Source: an optimization exercise on an open RTL-to-GDS flow (aim: small area, a short achievable clock period and few clock cycles). Production flows keep margins and buffers that such runs may drop.
Function was not checked in any run shown here: the RTL went through the layout flow alone.
No activity file was given, so power comes from the tool's default toggle rates.

$ cat flow/run.sh
#!/bin/bash
# synth_recipe.tcl (not shown) runs the flow's synth.tcl, then flattens the netlist and writes it again
# the make line also repeats each setting of config.mk as NAME=value (left out here)
make -C /OpenROAD-flow-scripts/flow DESIGN_CONFIG=/design/flow/config.mk WORK_HOME=/design/flow/orfs CLKGATE_MAP_FILE= SYNTH_SCRIPT=/design/flow/synth_recipe.tcl finish
$ cat flow/config.mk
export PLATFORM = sky130hd
export DESIGN_NAME = adc_capture_top
export DESIGN_NICKNAME = adc_capture_top
export VERILOG_FILES = /design/flow/design.v
export SDC_FILE = /design/flow/constraint.sdc
export NUM_CORES = 4
export LEC_CHECK = 0
export CAP_MARGIN = 20
export CORE_MARGIN = 2
export CORE_UTILIZATION = 45
export CTS_CLUSTER_DIAMETER = 100
export CTS_CLUSTER_SIZE = 25
export SETUP_SLACK_MARGIN = 2.0
export SLEW_MARGIN = 20
$ cat flow/constraint.sdc
create_clock -name core_clock -period 4.0 [get_ports {data_clk_div}]
set_input_delay 0.8000 -clock core_clock [delete_from_list [all_inputs] [get_ports {data_clk_div}]]
set_output_delay 0.8000 -clock core_clock [all_outputs]
set_load 0.01 [all_outputs]
$ cat flow/design.v
package adc_pkg;
	typedef struct packed {
		logic [8-1:0] frame;
		logic [8-1:0] ch0_a;
		logic [8-1:0] ch0_b;
		logic [8-1:0] ch1_a;
		logic [8-1:0] ch1_b;
	} lane_words_t;
	typedef struct packed {
		logic [16-1:0] ch0;
		logic [16-1:0] ch1;
	} sample_pair_t;
	typedef enum logic [1:0] {
		ALIGN_IDLE,
		ALIGN_CHECK,
		ALIGN_WAIT,
		ALIGN_LOCKED
	} align_state_e;
	typedef enum logic [1:0] {
		CAP_IDLE,
		CAP_RUN,
		CAP_DONE
	} cap_state_e;
endpackage
package host_pkg;
	typedef enum logic [1:0] {
		CMD_WRITE_CTRL,
		CMD_READ_STATUS,
		CMD_READ_SAMPLE
	} host_cmd_e;
	typedef struct packed {
		host_cmd_e cmd;
		logic [6-1:0] addr;
		logic [31:0] wdata;
	} host_req_t;
	typedef struct packed {
		logic [31:0] rdata;
	} host_rsp_t;
	typedef struct packed {
		logic adc_enable;
		logic capture_enable;
	} ctrl_t;
	typedef struct packed {
		logic frame_valid;
		logic [2:0] bitslip_count;
		logic [1:0] cap_state;   
		logic adc_enable;
		logic capture_enable;
	} status_t;
endpackage
`timescale 1ns/1ps
module adc_capture_top (
	input  logic        data_clk_div,
	input  logic        rst_n,
	input  logic [39:0] lanes,
	input  logic [39:0] host_req,
	input  logic        host_req_valid,
	output logic        host_ack,
	output logic [31:0] host_rsp
);
	localparam int DW = 2*16;
	localparam int N  = 64;
	localparam int AW = 6;
	function automatic logic [8-1:0] slip(input logic [8-1:0] b,
			input logic [2:0] n);
		logic [2*8-1:0] dbl;
		dbl = {b, b} >> n;
		slip = dbl[8-1:0];
	endfunction
	adc_pkg::lane_words_t lanes_s;
	host_pkg::host_req_t  req;
	assign lanes_s = lanes;
	assign req     = host_req;
	logic          ack;
	logic          adc_en, cap_en;
	logic [6:0]    cnt;           
	logic          cap_sh;        
	logic [AW-1:0] w;             
	logic [AW-1:0] e;             
	logic [AW-1:0] sel;           
	logic          pv;            
	logic [DW-1:0] pf;
	logic          frame_valid;
	logic [2:0]    bitslip;
	logic [DW-1:0] rsp;
	logic [DW-1:0] ring [0:N-1];
	logic is_wr, is_st, is_rd;
	logic cap_active, hit, rise, arm, miss, e_chg;
	assign is_wr = (req.cmd == 2'd0);
	assign is_st = (req.cmd == 2'd1);
	assign is_rd = (req.cmd == 2'd2);
	assign cap_active = cap_en & ~cnt[6];
	assign hit  = (req.addr == e);
	assign rise = host_req_valid & ~ack & (~is_rd | (hit & (pv | cap_active)));
	assign miss = host_req_valid & ~ack & is_rd & ~hit;
	assign arm  = rise & is_wr & req.wdata[0] & ~cap_en;
	assign e_chg = (rise & is_rd) | miss | arm;
	logic [7:0] m;
	always_comb begin
		for (int s = 0; s < 8; s++)
			m[s] = (slip(lanes_s.frame, 3'(s)) == 8'b1111_0000);
	end
	always_ff @(posedge data_clk_div or negedge rst_n) begin
		if (!rst_n) begin
			frame_valid <= 1'b0;
			bitslip <= '0;
		end else begin
			frame_valid <= adc_en & (|m);
			bitslip <= adc_en ? {m[4] | m[5] | m[6] | m[7],
			                     m[2] | m[3] | m[6] | m[7],
			                     m[1] | m[3] | m[5] | m[7]} : 3'd0;
		end
	end
	always_ff @(posedge data_clk_div or negedge rst_n) begin
		if (!rst_n) begin
			ack <= 1'b0;
			adc_en <= 1'b0;
			cap_en <= 1'b0;
			cap_sh <= 1'b0;
			w <= '0;
			e <= '0;
			sel <= '0;
			pv <= 1'b0;
		end else begin
			ack <= host_req_valid & (ack | ~ack & (~is_rd | (hit & (pv | cap_active))));
			if (rise & is_wr) begin
				adc_en <= req.wdata[1];
				cap_en <= req.wdata[0];
			end
			cap_sh <= arm | (cap_en & (cnt < 7'd63));
			if (arm) begin
				w <= '1;
				e <= '0;
				sel <= '1;
			end else begin
				w <= w + 1'b1;
				if (rise & is_rd) begin
					e <= e + 1'b1;
				end else if (miss) begin
					e <= req.addr;
					sel <= w + 1'b1 - req.addr;
				end else begin
					sel <= sel + 1'b1;
				end
			end
			pv <= ~e_chg & ~cap_sh;
		end
	end
	always_ff @(posedge data_clk_div) begin
		if (arm)
			cnt <= '0;
		else if (cap_active)
			cnt <= cnt + 7'd1;
	end
	always_ff @(posedge data_clk_div) begin
		ring[0] <= cap_sh ? {slip(lanes_s.ch0_a, bitslip), slip(lanes_s.ch0_b, bitslip),
		                     slip(lanes_s.ch1_a, bitslip), slip(lanes_s.ch1_b, bitslip)}
		                  : ring[N-1];
		for (int k = 1; k < N; k++)
			ring[k] <= ring[k-1];
	end
	logic [N-1:0]  onehot;
	logic [DW-1:0] entry;
	always_comb begin
		for (int k = 0; k < N; k++)
			onehot[k] = (sel == AW'(k));
		entry = '0;
		for (int k = 0; k < N; k++)
			entry = entry | (ring[k] & {DW{onehot[k]}});
	end
	host_pkg::status_t status;
	always_comb begin
		status.frame_valid = frame_valid;
		status.bitslip_count = bitslip;
		status.cap_state = ~cap_en ? 2'd0 : ((cnt[6] | (&cnt[5:0])) ? 2'd2 : 2'd1);
		status.adc_enable = adc_en;
		status.capture_enable = cap_en;
	end
	always_ff @(posedge data_clk_div) begin
		pf <= entry;
		if (rise)
			rsp <= is_rd ? pf : is_st ? DW'(status) : '0;
	end
	assign host_ack = ack;
	assign host_rsp = rsp;
endmodule
==> impl_results.md, run 1 <==
- Clk sinks: about 2100
- Sw Ratio: 0.2926
- Crit end category: register
- Syn. warnings: 2
- Die H: about 360 um
- Final-report hold violation count: 0
- Avg Inst Size Synth: about 13 um2
- Critical-path cell list: buf_12, ha_4, nand3b_1, buf_6, nor2_4, a22oi_2, nand4_1, or4_4, or4_4
- Routed WL: between 200 and 250 mm
- CP Data Required Time: ~4.6 ns
- Die Wd: ~360 um
- Crit path buffers/inverters: 2
- Synth top area cells: dfxtp_1 72%, a22oi_1 13%, nand2_1 2.0%
- Root Buffer: clkbuf_16
- Synthesized instance count: 4443
- Top-area cell type share of the netlist area: 0.7179
- Routed WL per cell: around 34 um
- # Max-Cap Violations: 0
- Comb power frac: 0.144
- TritonCTS Buffers: 95
- Total of fill cells in the finished design: 10550
- Dpl ws: 0.7423 ns
- Skew-Pair Late Insertion Delay: roughly 0.74 ns
- Top_reg_cell synth: dfxtp_1
- Gr ovfl total: 0
- Die footprint: about 130000 um2
- CTS HTree Levels: 3
- Most common cell in the netlist: dfxtp_1
- Clock share of power: 0.239
- Sw Pwr: around 13 mW
- Largest net degree at the start of global routing: 47
- Met3 WL post-DR: approximately 27 mm
- Most used cell along the critical path: or4_4
- Max FO, Critical Path: 6
- Share of layout cells above drive strength 1: 0.1791
- GP Congestion: around 0.92
- Cell area power density: approximately 670 nW/um2
- Worst-path clk slew: around 0.10 ns
- CP Launch Type: register
- HP Class: in2async
- DR iter-0 viols: ~6000
- Nets: 4875
- FP Rows: 131
- # setup viols final: 0
- Seq/Total Area, Yosys: 0.7460
- Post-DRT Antenna Nets: 0
- Number of synthesized flops with an enable pin: 32
- Area growth syn-to-layout: 19.09%
- Initial antenna violation count: 8
- Worst path top cell family by delay: simple AND/OR/NAND/NOR gates
- Routed wl met2: around 94 mm
- Final worst path period need: roughly 2.7 ns
- Synth area leader: dfxtp_1
- Sequential group share of total power: 0.617
- Initial core utilization: 0.4546
- Yosys reg bits: 2146
- Port buffer count: 85
- First-pass GRT wire length: between 300 and 400 mm
- Placed wire-length estimate: about 130 mm
- CP max stage cell: or4_4
- Hold Buf Count CTS: 0
- Cell Int Power: about 33 mW
- Status: no timing/DRC/antenna violations
- Syn nets: approximately 4500
- Router iterations before antenna repair: 8
- I/O pins: between 100 and 150
- Fin worst setup slack: approximately 1.3 ns
- Tot GR Track Use: 0.3284
- RSZ-0062 raised after global routing: yes
- Max incr delay on CP: 0.55 ns
- Maximum vdd drop: between 300 and 400 uV
- Most frequent cells after synthesis: 2087 x dfxtp_1, 979 x a22oi_1, 307 x nand2_1
- Final routed DRC violation total: 0
- Critical path class: reg2reg
- Post-synth ARST share: 0.01258
- Via-to-Cell Ratio: about 6.3
- Fmax: approximately 360 MHz
- Fin crit share: 0.6860
- Core ar.: roughly 130000 um2
- Slew @ Worst Pin: around 1 ns
- Netlist cell types: 62
- Max Used Layer: met5
- Vias in the first global route: approximately 40000
- CTS tree: yes
- Clock buffer depth: 3
- Clk_skew: roughly 0.030 ns
- Met1 wire length: about 89 mm
- Crit path DAT: 3.35 ns
- Count of pins over their slew limit: 0
- Routed via count: ~41000
- Final TNS setup: 0 ns
- Slew headroom: 0.3370
- Mapped cell area: between 50000 and 60000 um2
- Static Leak: 27.32 nW
[worst register-to-register path, stage by stage, from the launching register on]
cell      delay (ns)
dfrtp_2         0.48
buf_12          0.15
ha_4            0.19
nand3b_1        0.15
buf_6           0.15
nor2_4          0.11
a22oi_2         0.26
nand4_1         0.13
or4_4           0.55
or4_4           0.43
[cells in the final DEF (no fill, tap or decap), drive strengths merged, types with 5 or more instances in the layout]
cell type / count
a2111oi: 14
a21oi: 49
a221oi: 5
a22o: 14
a22oi: 979
and2: 34
and3: 44
buf: 418
bufbuf: 5
clkbuf: 117
clkdlybuf4s50: 43
dfrtp: 27
dfxtp: 2087
diode: 8
dlygate4sd2: 6
edfxtp: 32
ha: 12
inv: 16
mux2i: 36
mux4: 32
nand2: 308
nand2b: 14
nand3: 32
nand3b: 7
nand4: 125
nor2: 122
nor2b: 19
nor3: 58
nor3b: 6
nor4: 55
o21ai: 15
xnor2: 8
xor2: 11
[routing by layer]
layer  track usage  up-vias
met3       0.08065      693
met2        0.4771     2952
met1        0.4516    20390
met5             0        -
met4        0.1756        2
li1              -    16870
[power by group through the flow]
stage,sequential [mW],combinational [mW],clock [mW]
2_1_floorplan,27.5,2.40,0
3_3_place_gp,28.7,4.83,0
3_5_place_dp,28.7,4.87,0
4_1_cts,28.3,5.95,11.0
5_1_grt,28.8,6.71,11.8
6_report,28.5,6.64,11.0
[layout make-up]
type / count / area (um2) / area share
antenna: 8 / 20.02 / 0.0002888
tap: 1729 / 2163 / 0.03121
timing repair buffer: 477 / 5458 / 0.07875
inverter: 13 / 53.80 / 0.0007763
clock inverter: 6 / 86.33 / 0.001246
clock buffer: 114 / 2491 / 0.03594
sequential: 2146 / 43450 / 0.6269
multi-input combinational: 2046 / 15590 / 0.2249
[path summary, 6_finish.rpt]
path | depth (start not counted) | slack, ns | start | to
setup / recovery | 9 | 1.26 | sel[1] | pf[16]
hold / removal | 1 | 0.02 | rst_n | e[0]
setup reg to reg | 9 | 1.26 | sel[1] | pf[16]
hold reg to reg | 0 | 0.33 | ring[21][31] | ring[22][31]
max in group asynchronous | 2 | 3.44 | rst_n | e[5]
min in group core_clock | 0 | 0.33 | ring[21][31] | ring[22][31]
[metrics by stage]
| stage | hold WS (ns) | cells | instance area, um2 | power [mW] | util |
|---|---|---|---|---|---|
| after floorplan | 0.3231 | 4443 | 58340 | 29.90 | - |
| after global placement | 0.3263 | 6188 | 62500 | 33.51 | 0.4883 |
| after detailed placement | 0.3274 | 6191 | 62580 | 33.59 | 0.4889 |
| after CTS | 0.3362 | 6488 | 67970 | 45.24 | 0.5310 |
| after global routing | 0.03712 | 6531 | 69290 | 47.28 | 0.5413 |
| final | 0.01793 | 6539 | 69310 | 46.13 | 0.5414 |
[cells by family (layout without fill, tap and decap cells)]
family,after synthesis,after routing,synth area share
AO/OA/AOI/OAI,1103,1103,0.1406
XOR/XNOR,19,19,0.002859
adder cells (fa/ha/maj),13,13,0.002924
buffers and inverters,252,610,0.01756
flip-flops,2146,2146,0.7460
multiplexers,71,71,0.01916
other,0,8,0
AND/OR/NAND/NOR,839,840,0.07084
[flip-flops by register name, summed over array words and instances (netlist names), 3 cells and up]
| register | cells |
|---|---|
| ring | 2048 |
| w | 6 |
| rsp | 32 |
| pf | 32 |
| bitslip | 3 |
| e | 6 |
| sel | 6 |
| cnt | 7 |
[what timing repair did]
| action | in CTS | in global routing |
|---|---|---|
| endpoints found under the setup margin | 138 | 115 |
| setup buffers | 162 | 40 |
| gates cloned | 15 | 3 |
| gates resized for setup | 376 | 177 |
| pin swaps | 90 | 112 |
==> inputs of run 2 (changes only) <==
--- a/flow/design.v
+++ b/flow/design.v
@@ -77,15 +77,18 @@
 	logic          cap_sh;        
 	logic [AW-1:0] w;             
 	logic [AW-1:0] e;             
-	logic [AW-1:0] sel;           
+	logic [7:0]    sel_lo;        
+	logic [7:0]    sel_hi;        
 	logic          pv;            
-	logic [DW-1:0] pf;
+	logic [DW-1:0] pf [0:3];      
 	logic          frame_valid;
 	logic [2:0]    bitslip;
 	logic [DW-1:0] rsp;
 	logic [DW-1:0] ring [0:N-1];
 	logic is_wr, is_st, is_rd;
 	logic cap_active, hit, rise, arm, miss, e_chg;
+	logic [AW-1:0] seek;
+	assign seek = w + 1'b1 - req.addr;
 	assign is_wr = (req.cmd == 2'd0);
 	assign is_st = (req.cmd == 2'd1);
 	assign is_rd = (req.cmd == 2'd2);
@@ -119,7 +122,8 @@
 			cap_sh <= 1'b0;
 			w <= '0;
 			e <= '0;
-			sel <= '0;
+			sel_lo <= 8'd1;
+			sel_hi <= 8'd1;
 			pv <= 1'b0;
 		end else begin
 			ack <= host_req_valid & (ack | ~ack & (~is_rd | (hit & (pv | cap_active))));
@@ -131,16 +135,20 @@
 			if (arm) begin
 				w <= '1;
 				e <= '0;
-				sel <= '1;
+				sel_lo <= 8'h80;
+				sel_hi <= 8'h80;
 			end else begin
 				w <= w + 1'b1;
 				if (rise & is_rd) begin
 					e <= e + 1'b1;
 				end else if (miss) begin
 					e <= req.addr;
-					sel <= w + 1'b1 - req.addr;
+					sel_lo <= 8'd1 << seek[2:0];
+					sel_hi <= 8'd1 << seek[5:3];
 				end else begin
-					sel <= sel + 1'b1;
+					sel_lo <= {sel_lo[6:0], sel_lo[7]};
+					if (sel_lo[7])
+						sel_hi <= {sel_hi[6:0], sel_hi[7]};
 				end
 			end
 			pv <= ~e_chg & ~cap_sh;
@@ -160,13 +168,15 @@
 			ring[k] <= ring[k-1];
 	end
 	logic [N-1:0]  onehot;
-	logic [DW-1:0] entry;
+	logic [DW-1:0] part [0:3];
 	always_comb begin
 		for (int k = 0; k < N; k++)
-			onehot[k] = (sel == AW'(k));
-		entry = '0;
-		for (int k = 0; k < N; k++)
-			entry = entry | (ring[k] & {DW{onehot[k]}});
+			onehot[k] = sel_lo[k % 8] & sel_hi[k / 8];
+		for (int q = 0; q < 4; q++) begin
+			part[q] = '0;
+			for (int k = q * N / 4; k < (q + 1) * N / 4; k++)
+				part[q] = part[q] | (ring[k] & {DW{onehot[k]}});
+		end
 	end
 	host_pkg::status_t status;
 	always_comb begin
@@ -177,9 +187,10 @@
 		status.capture_enable = cap_en;
 	end
 	always_ff @(posedge data_clk_div) begin
-		pf <= entry;
+		for (int q = 0; q < 4; q++)
+			pf[q] <= part[q];
 		if (rise)
-			rsp <= is_rd ? pf : is_st ? DW'(status) : '0;
+			rsp <= is_rd ? (pf[0] | pf[1] | pf[2] | pf[3]) : is_st ? DW'(status) : '0;
 	end
 	assign host_ack = ack;
 	assign host_rsp = rsp;
==> flow/flow/run.sh (new file) <==
#!/bin/bash
# The standard layout, with the port buffers made from sky130_fd_sc_hd__buf_2
# instead of the cell buffer_ports picks by itself. Every port still gets its
# own buffer. make's full output goes to orfs_make.log; each ORFS step also
# keeps its own log under orfs/logs/.
set -euo pipefail
export BUFFER_PORTS_ARGS="-buffer_cell sky130_fd_sc_hd__buf_2"
bash standard.sh finish > orfs_make.log 2>&1
==> flow/standard.sh (new file) <==
#!/bin/bash
# synth_recipe.tcl (not shown) runs the flow's synth.tcl, then flattens the netlist and writes it again
# the make line also repeats each setting of config.mk as NAME=value (left out here)
make -C /OpenROAD-flow-scripts/flow DESIGN_CONFIG=/design/flow/config.mk WORK_HOME=/design/flow/orfs CLKGATE_MAP_FILE= SYNTH_SCRIPT=/design/flow/synth_recipe.tcl "${@:-finish}"
--- a/flow/config.mk
+++ b/flow/config.mk
@@ -7,8 +7,8 @@
 export LEC_CHECK = 0
 export CAP_MARGIN = 20
 export CORE_MARGIN = 2
-export CORE_UTILIZATION = 45
+export CORE_UTILIZATION = 50
 export CTS_CLUSTER_DIAMETER = 100
 export CTS_CLUSTER_SIZE = 25
-export SETUP_SLACK_MARGIN = 2.0
+export SETUP_SLACK_MARGIN = 1.95
 export SLEW_MARGIN = 20
removed: flow/run.sh
==> impl_results.md, run 2 <==
- RSZ-0062 raised after global routing: yes
- First-pass GRT wire length: 264.6 mm (-13%)
- HP Class: in2async
- Number of synthesized flops with an enable pin: 32 (unchanged)
- Slew headroom: 0.3294 (-0.007641)
- Status: no timing/DRC/antenna violations
- Root Buffer: clkbuf_16
- Final TNS setup: 0 ns (unchanged)
- I/O pins: 116 (unchanged)
- Vias in the first global route: 36200 (-7.1%)
- Final routed DRC violation total: 0 (unchanged)
- # setup viols final: 0 (unchanged)
- Post-synth ARST share: 0.01643 (+0.003848)
- Core ar.: 120000 um2 (-6.3%)
- # Max-Cap Violations: 0 (unchanged)
- Syn. warnings: 4 (+2)
- Syn nets: 4451 (-1.9%)
- Nets: 4743 (-2.7%)
- Synthesized-area fraction occupied by and/or/nand/nor cells: 0.04388 (-0.02695)
- Critical path class: reg2reg
- Tot GR Track Use: 0.3000 (-0.02833)
- Maximum vdd drop: 431.7 uV (+18%)
- Fin crit share: 0.5761 (-0.1099)
- CP Launch Type: register
- Routed WL per cell: 31.03 um (-9.7%)
- Clk_skew: 0.05155 ns (+0.02144 ns)
- Crit path DAT: 2.96 ns (-0.39 ns)
- Post-DRT Antenna Nets: 0 (unchanged)
- Most frequent cells in the layout: 2183 x dfxtp_1, 279 x a22oi_1, 268 x a22o_1
- Worst-path clk slew: 0.11 ns (about the same)
- Max FO, Critical Path: 6 (unchanged)
- Static Leak: 27.86 nW (+2.0%)
- GP Congestion: 0.8833 (-3.9%)
- Share of layout cells above drive strength 1: 0.1808 (+0.001734)
- Biggest regs: ring (2048), pf (128), rsp (32)
- Yosys reg bits: 2252 (+4.9%)
- Router iterations before antenna repair: 9 (+1)
- Clock buffer depth: 3 (unchanged)
- TritonCTS Buffers: 101 (+6.3%)
- Top_reg_cell synth: dfxtp_1
- Most common cell in the netlist: dfxtp_1
- Area growth syn-to-layout: 16.26%
- Post-Synth XOR/XNOR Area: 0.003042 (+0.0001822)
- Mapped cell area: 60470 um2 (+3.9%)
- Crit end category: register
- CTS tree: yes
- Synth top area cells: dfxtp_1 72%, a22o_1 3.9%, a22oi_1 3.6%
- Synth area leader: dfxtp_1
- Port buffer count: 85 (unchanged)
- Placed wire-length estimate: 120.0 mm (-8.8%)
- Count of pins over their slew limit: 0 (unchanged)
- Seq/Total Area, Yosys: 0.7539 (+0.007914)
- Initial antenna violation count: 8 (unchanged)
- Crit path launch: w[1]
- Fmax: 434.0 MHz (+19%)
- Most common cell after layout, fill and taps aside: dfxtp_1
- Via-to-Cell Ratio: 6.148 (-1.7%)
- Reg2reg start: w[1]
- Skew-Pair Late Insertion Delay: 0.74 ns (about the same)
- Mux cell area share after synthesis: 0.01926 (+0.0001075)
- Initial core utilization: 0.5041 (+0.04942)
- CTS HTree Levels: 3 (unchanged)
- Clk sinks: 2252 (+4.9%)
- Most frequent cells after synthesis: 2183 x dfxtp_1, 288 x a22oi_1, 268 x a22o_1
- Adder-cell area share of the yosys netlist: 0.001986 (-0.0009375)
- Netlist cell types: 66 (+6.5%)
- Max reg flops: 2048 (unchanged)
- Cell area power density: 722.7 nW/um2 (+8.6%)
- Core Util, Final: 0.5860 (+0.04460)
- Final-report hold violation count: 0 (unchanged)
- DR iter-0 viols: 5283 (-11%)
- Hold Buf Count CTS: 0 (unchanged)
- Synth Area in Compound Gates: 0.1551 (+0.01441)
- CP Data Required Time: 4.65 ns (+0.04 ns)
- FP Rows: 127 (-3.1%)
- Slew @ Worst Pin: 0.9967 ns (+0.004416 ns)
- Die footprint: 123700 um2 (-6.4%)
- Main combinational cell family by area after synthesis: compound AO/OA/AOI/OAI gates
- Avg Inst Size Synth: 13.87 um2 (+5.9%)
- Die H: 351.8 um (-3.3%)
- Gr ovfl total: 0 (unchanged)
- Top reg by flops: ring
- Routed via count: 38660 (-5.5%)
- Largest net degree at the start of global routing: 48 (+2.1%)
- Routed WL: 195.1 mm (-13%)
- Final worst path period need: 2.304 ns (-0.4394 ns)
- Die Wd: 351.8 um (-3.3%)
- Top-area cell type share of the netlist area: 0.7227 (+0.004792)
- Synthesized instance count: 4359 (-1.9%)
[run 2: cell families (layout without fill, tap and decap cells)]
logic type                 count (synthesis)  count (layout)
AOI/OAI and AO/OA                       1153            1153
DFF                                     2252            2252
other                                      0               3
muxes                                     76              76
adders and majority gates                  9               9
xor gates and xnor gates                  21              21
and+or+nand+nor                          489             490
buffers and inverters                    359             672
[run 2: layout make-up]
cell class | count | area [um2]
Antenna cell | 3 | 7.507
Clock buffer | 116 | 2615
Clock inverter | 9 | 160.2
Fill cell | 9421 | 49670
Inverter | 76 | 285.3
Multi-Input combinational cell | 1749 | 14560
Sequential cell | 2252 | 45670
Tap cell | 1612 | 2017
Timing Repair Buffer | 471 | 4992
[run 2: final timing paths]
path	to	slack, ns	cells after the start
max	sel_hi[3]	1.70	8
min	w[2]	0.17	1
max reg2reg	sel_hi[3]	1.70	8
min reg2reg	ring[45][19]	0.33	0
max in group asynchronous	sel_lo[4]	3.14	1
min in group core_clock	adc_en	0.30	2
[run 2: critical path, cell delays in order (launching register included)]
cell and delay [ns]:
dfrtp_1 0.41, buf_4 0.14, nand3_2 0.18, xnor2_4 0.29
ha_4 0.27, a21oi_2 0.20, xor2_2 0.16, or3b_4 0.41
o211ai_1 0.18
[run 2: routing by layer]
metal / vias up / global-route usage / share of wire
met5: - / 0 / 0
met4: 0 / 0.1156 / 0.043
met3: 305 / 0.06983 / 0.098
met2: 1873 / 0.4509 / 0.43
met1: 19600 / 0.4208 / 0.42
li1: 16880 / - / -
[run 2: through the flow]
step | power, mW | hold WS (ns) | cell area (um2) | instances | setup slack [ns]
2_1_floorplan | 32.55 | 0.3298 | 60640 | 4359 | 1.329
3_3_place_gp | 36.62 | 0.3314 | 63250 | 5918 | 1.151
3_5_place_dp | 36.71 | 0.3355 | 63250 | 5918 | 1.131
4_1_cts | 49.39 | 0.1895 | 67860 | 6144 | 1.731
5_1_grt | 52.30 | 0.2361 | 70300 | 6285 | 1.627
6_report | 50.81 | 0.1701 | 70300 | 6288 | 1.696
[run 2: where the power goes]
part	leakage, nW	switching, mW	internal (mW)	total (mW)
clock network	1.35	6.84	4.71	11.6
logic	7.68	5.33	3.66	8.99
registers	18.8	3.22	27.1	30.3
[run 2: timing repair]
item                       in CTS  in global routing
pin swaps                      41                127
setup endpoints to repair     232                191
gates cloned                    6                 17
buffers inserted               95                124
gates resized for setup       222                228
==> inputs of run 3 (changes only) <==
--- a/flow/config.mk
+++ b/flow/config.mk
@@ -7,8 +7,8 @@
 export LEC_CHECK = 0
 export CAP_MARGIN = 20
 export CORE_MARGIN = 2
-export CORE_UTILIZATION = 50
+export CORE_UTILIZATION = 42
 export CTS_CLUSTER_DIAMETER = 100
 export CTS_CLUSTER_SIZE = 25
-export SETUP_SLACK_MARGIN = 1.95
+export SETUP_SLACK_MARGIN = 2.0
 export SLEW_MARGIN = 20
==> impl_results.md, run 3 <==
- Die Wd: 383.4 um (+9.0%)
- Synthesized instance count: 4359 (unchanged)
- Slew headroom: 0.3091 (-0.02026)
- Fmax: 437.1 MHz (+0.71%)
- Skew-Pair Late Insertion Delay: 0.77 ns (+0.03 ns)
- Static Leak: 29.09 nW (+4.4%)
- Total of fill cells in the finished design: 12080 (+28%)
- Seq/Total Area, Yosys: 0.7539 (unchanged)
- Share of layout cells above drive strength 1: 0.2281 (+0.04727)
- Final routed DRC violation total: 0 (unchanged)
- Most frequent cells after synthesis: 2183 x dfxtp_1, 288 x a22oi_1, 268 x a22o_1
- Die H: 383.4 um (+9.0%)
- DR iter-0 viols: 5840 (+11%)
- Routed WL per cell: 30.94 um (-0.27%)
- Root Buffer: clkbuf_16
- Syn. warnings: 4 (unchanged)
- # setup viols final: 0 (unchanged)
- CP Data Required Time: 4.66 ns (about the same)
- Routed WL: 207.8 mm (+6.5%)
- Area occupied by multi-input gates: 15330 um2 (+5.2%)
- Area growth syn-to-layout: 21.33%
- Post-DP Area: 63590 um2 (+0.55%)
- HP Class: in2async
- Top-area cell type share of the netlist area: 0.7227 (unchanged)
- Cell area after layout: 73370 um2 (+4.4%)
- Crit path DAT: 2.94 ns (-0.02 ns)
- CTS tree: yes
- Vias in the first global route: 37330 (+3.1%)
- Maximum vdd drop: 467.4 uV (+8.3%)
- Final worst path period need: 2.288 ns (-0.01635 ns)
- Router iterations before antenna repair: 8 (-1)
- Core ar.: 143300 um2 (+19%)
- Most common cell after layout, fill and taps aside: dfxtp_1
- Clk_skew: 0.03097 ns (-0.02058 ns)
- GP Congestion: 0.8690 (-1.6%)
- Synth top area cells: dfxtp_1 72%, a22o_1 3.9%, a22oi_1 3.6%
- First-pass GRT wire length: 279.5 mm (+5.6%)
- Die footprint: 147000 um2 (+19%)
- Crit end category: register
- Tot GR Track Use: 0.2655 (-0.03452)
- Final TNS setup: 0 ns (unchanged)
- Post-synth ARST share: 0.01643 (unchanged)
- CTS HTree Levels: 3 (unchanged)
- Clock buffer depth: 3 (unchanged)
- Largest net degree at the start of global routing: 48 (unchanged)
- Cell area power density: 712.1 nW/um2 (-1.5%)
- CP Launch Type: register
- I/O pins: 116 (unchanged)
- Via-to-Cell Ratio: 5.904 (-4.0%)
- Top reg by flops: ring
- Critical path class: reg2reg
- Netlist cell types: 66 (unchanged)
- Status: no timing/DRC/antenna violations
- Synth area leader: dfxtp_1
- Placed wire-length estimate: 120.9 mm (+0.69%)
- Max FO, Critical Path: 4 (-2)
- RSZ-0062 raised after global routing: yes
- # Max-Cap Violations: 0 (unchanged)
- TritonCTS Buffers: 100 (-0.99%)
- Mapped cell area: 60470 um2 (unchanged)
- Number of synthesized flops with an enable pin: 32 (unchanged)
- FP Rows: 139 (+9.4%)
- Post-DRT Antenna Nets: 0 (unchanged)
- Port buffer count: 85 (unchanged)
- Nets: 4874 (+2.8%)
- Clk sinks: 2252 (unchanged)
- Yosys reg bits: 2252 (unchanged)
- Gr ovfl total: 0 (unchanged)
- Final-report hold violation count: 0 (unchanged)
- Fin crit share: 0.5720 (-0.004088)
- Most common cell in the netlist: dfxtp_1
- Count of pins over their slew limit: 0 (unchanged)
- Worst-path clk slew: 0.10 ns (about the same)
- Initial antenna violation count: 9 (+1)
- Initial core utilization: 0.4220 (-0.08208)
- Reg area: 45670 um2 (about the same)
- Avg Inst Size Synth: 13.87 um2 (unchanged)
- Syn nets: 4451 (unchanged)
- Routed via count: 39650 (+2.6%)
- Most frequent cells in the layout: 2183 x dfxtp_1, 268 x a22o_1, 264 x buf_4
- Slew @ Worst Pin: 1.025 ns (+0.02875 ns)
- Top_reg_cell synth: dfxtp_1
- Biggest regs: ring (2048), pf (128), rsp (32)
- Max reg flops: 2048 (unchanged)
-- run 3: cells by family after synthesis --
kind of cell,share of synthesized area
flops,0.7539
compound gates,0.1551
buf+inv,0.02284
mux,0.01926
fa+ha+maj,0.001986
simple gates,0.04388
xor+xnor,0.003041
-- run 3: final timing paths --
check,from,end,slack (ns),depth (start not counted)
max,w[0],sel_hi[5],1.71,9
min,rst_n,w[5],0.14,1
max reg2reg,w[0],sel_hi[5],1.71,9
min reg2reg,ring[36][28],ring[37][28],0.34,0
max in group asynchronous,rst_n,bitslip[0],3.17,1
min in group core_clock,host_req[1],adc_en,0.26,2
-- run 3: layout make-up --
class	count	share of cell area
Sequential cell	2252	0.6225
Multi-Input combinational cell	1758	0.2089
Timing Repair Buffer	594	0.09470
Clock buffer	120	0.03643
Tap cell	1903	0.03245
Inverter	76	0.003888
Clock inverter	5	0.0009038
Antenna cell	8	0.0002729
-- run 3: through the flow --
stage	utilization	total power, mW	hold WS (ns)	cells	setup WS (ns)
after CTS	0.4934	50.62	0.1604	6561	1.725
after floorplan	-	32.55	0.3298	4359	1.329
after detailed placement	0.4438	36.76	0.3355	6204	1.146
after global placement	0.4438	36.70	0.3320	6204	1.125
after global routing	0.5118	53.59	0.1967	6709	1.615
final	0.5120	52.25	0.1365	6716	1.712
-- run 3: routing by layer --
metal	GRT usage	part of all wire	routed length, um
met5	0	0	0
met2	0.3929	0.42	87870
met3	0.06268	0.10	20950
met4	0.1138	0.052	10880
met1	0.3712	0.42	88110
-- run 3: what timing repair did --
action | CTS | global route
endpoints found under the setup margin | 240 | 212
gates cloned | 30 | 23
setup buffers | 202 | 124
gates resized for setup | 448 | 233
hold buffers | 0 | 0
pin swaps | 123 | 201
-- run 3: where the power goes --
part	switching, mW	internal (mW)	total [mW]
clock network	6.91	4.76	11.7
registers	3.26	27.1	30.3
logic	5.85	4.41	10.3
total	16.0	36.2	52.2
-- run 3: worst max-delay path, stage by stage (launching register included) --
cell	delay (ns)
dfrtp_1	0.44
ha_4	0.20
xor2_4	0.19
ha_4	0.34
nand2_4	0.06
o21ai_4	0.18
xor2_2	0.10
buf_4	0.16
and3_1	0.18
a221o_1	0.31

## separate check: timing with driven ports
The results above use ideal ports. As a check the final layouts listed here were re-extracted and re-timed, cells and wires unchanged.
Step 1 (the two cells are an assumption about what drives the block):
set clk [get_ports {data_clk_div}]
set_driving_cell -lib_cell sky130_fd_sc_hd__clkbuf_16 $clk
set_driving_cell -lib_cell sky130_fd_sc_hd__buf_2 [delete_from_list [all_inputs] $clk]
Step 2 times the ports against the registers' clock, not the clock port: input delays grow and output delays shrink by t, the midpoint of the rising clock arrivals with the driver on.
Slacks: no drivers / after step 1 / after step 2; pairs: no drivers / after step 1.
| run | t, ns | setup slack, ns | hold slack, ns | worst setup path after step 2 | pins driven straight from the clock port |
|---|---|---|---|---|---|
| run 1 | 0.808 | 1.256 / 1.256 / 1.013 | 0.018 / -0.041 / 0.328 | input to register | 1 |
| run 2 | 0.794 | 1.696 / 1.688 / 1.278 | 0.170 / 0.118 / 0.333 | input to register | 1 |
| run 3 | 0.829 | 1.712 / 1.663 / 1.233 | 0.136 / 0.082 / 0.340 | input to register | 1 |
After both steps every run listed still meets setup and hold. For run 3, which loses most, drivers alone change the setup slack by -0.049 ns; drivers and shift together by -0.479 ns.
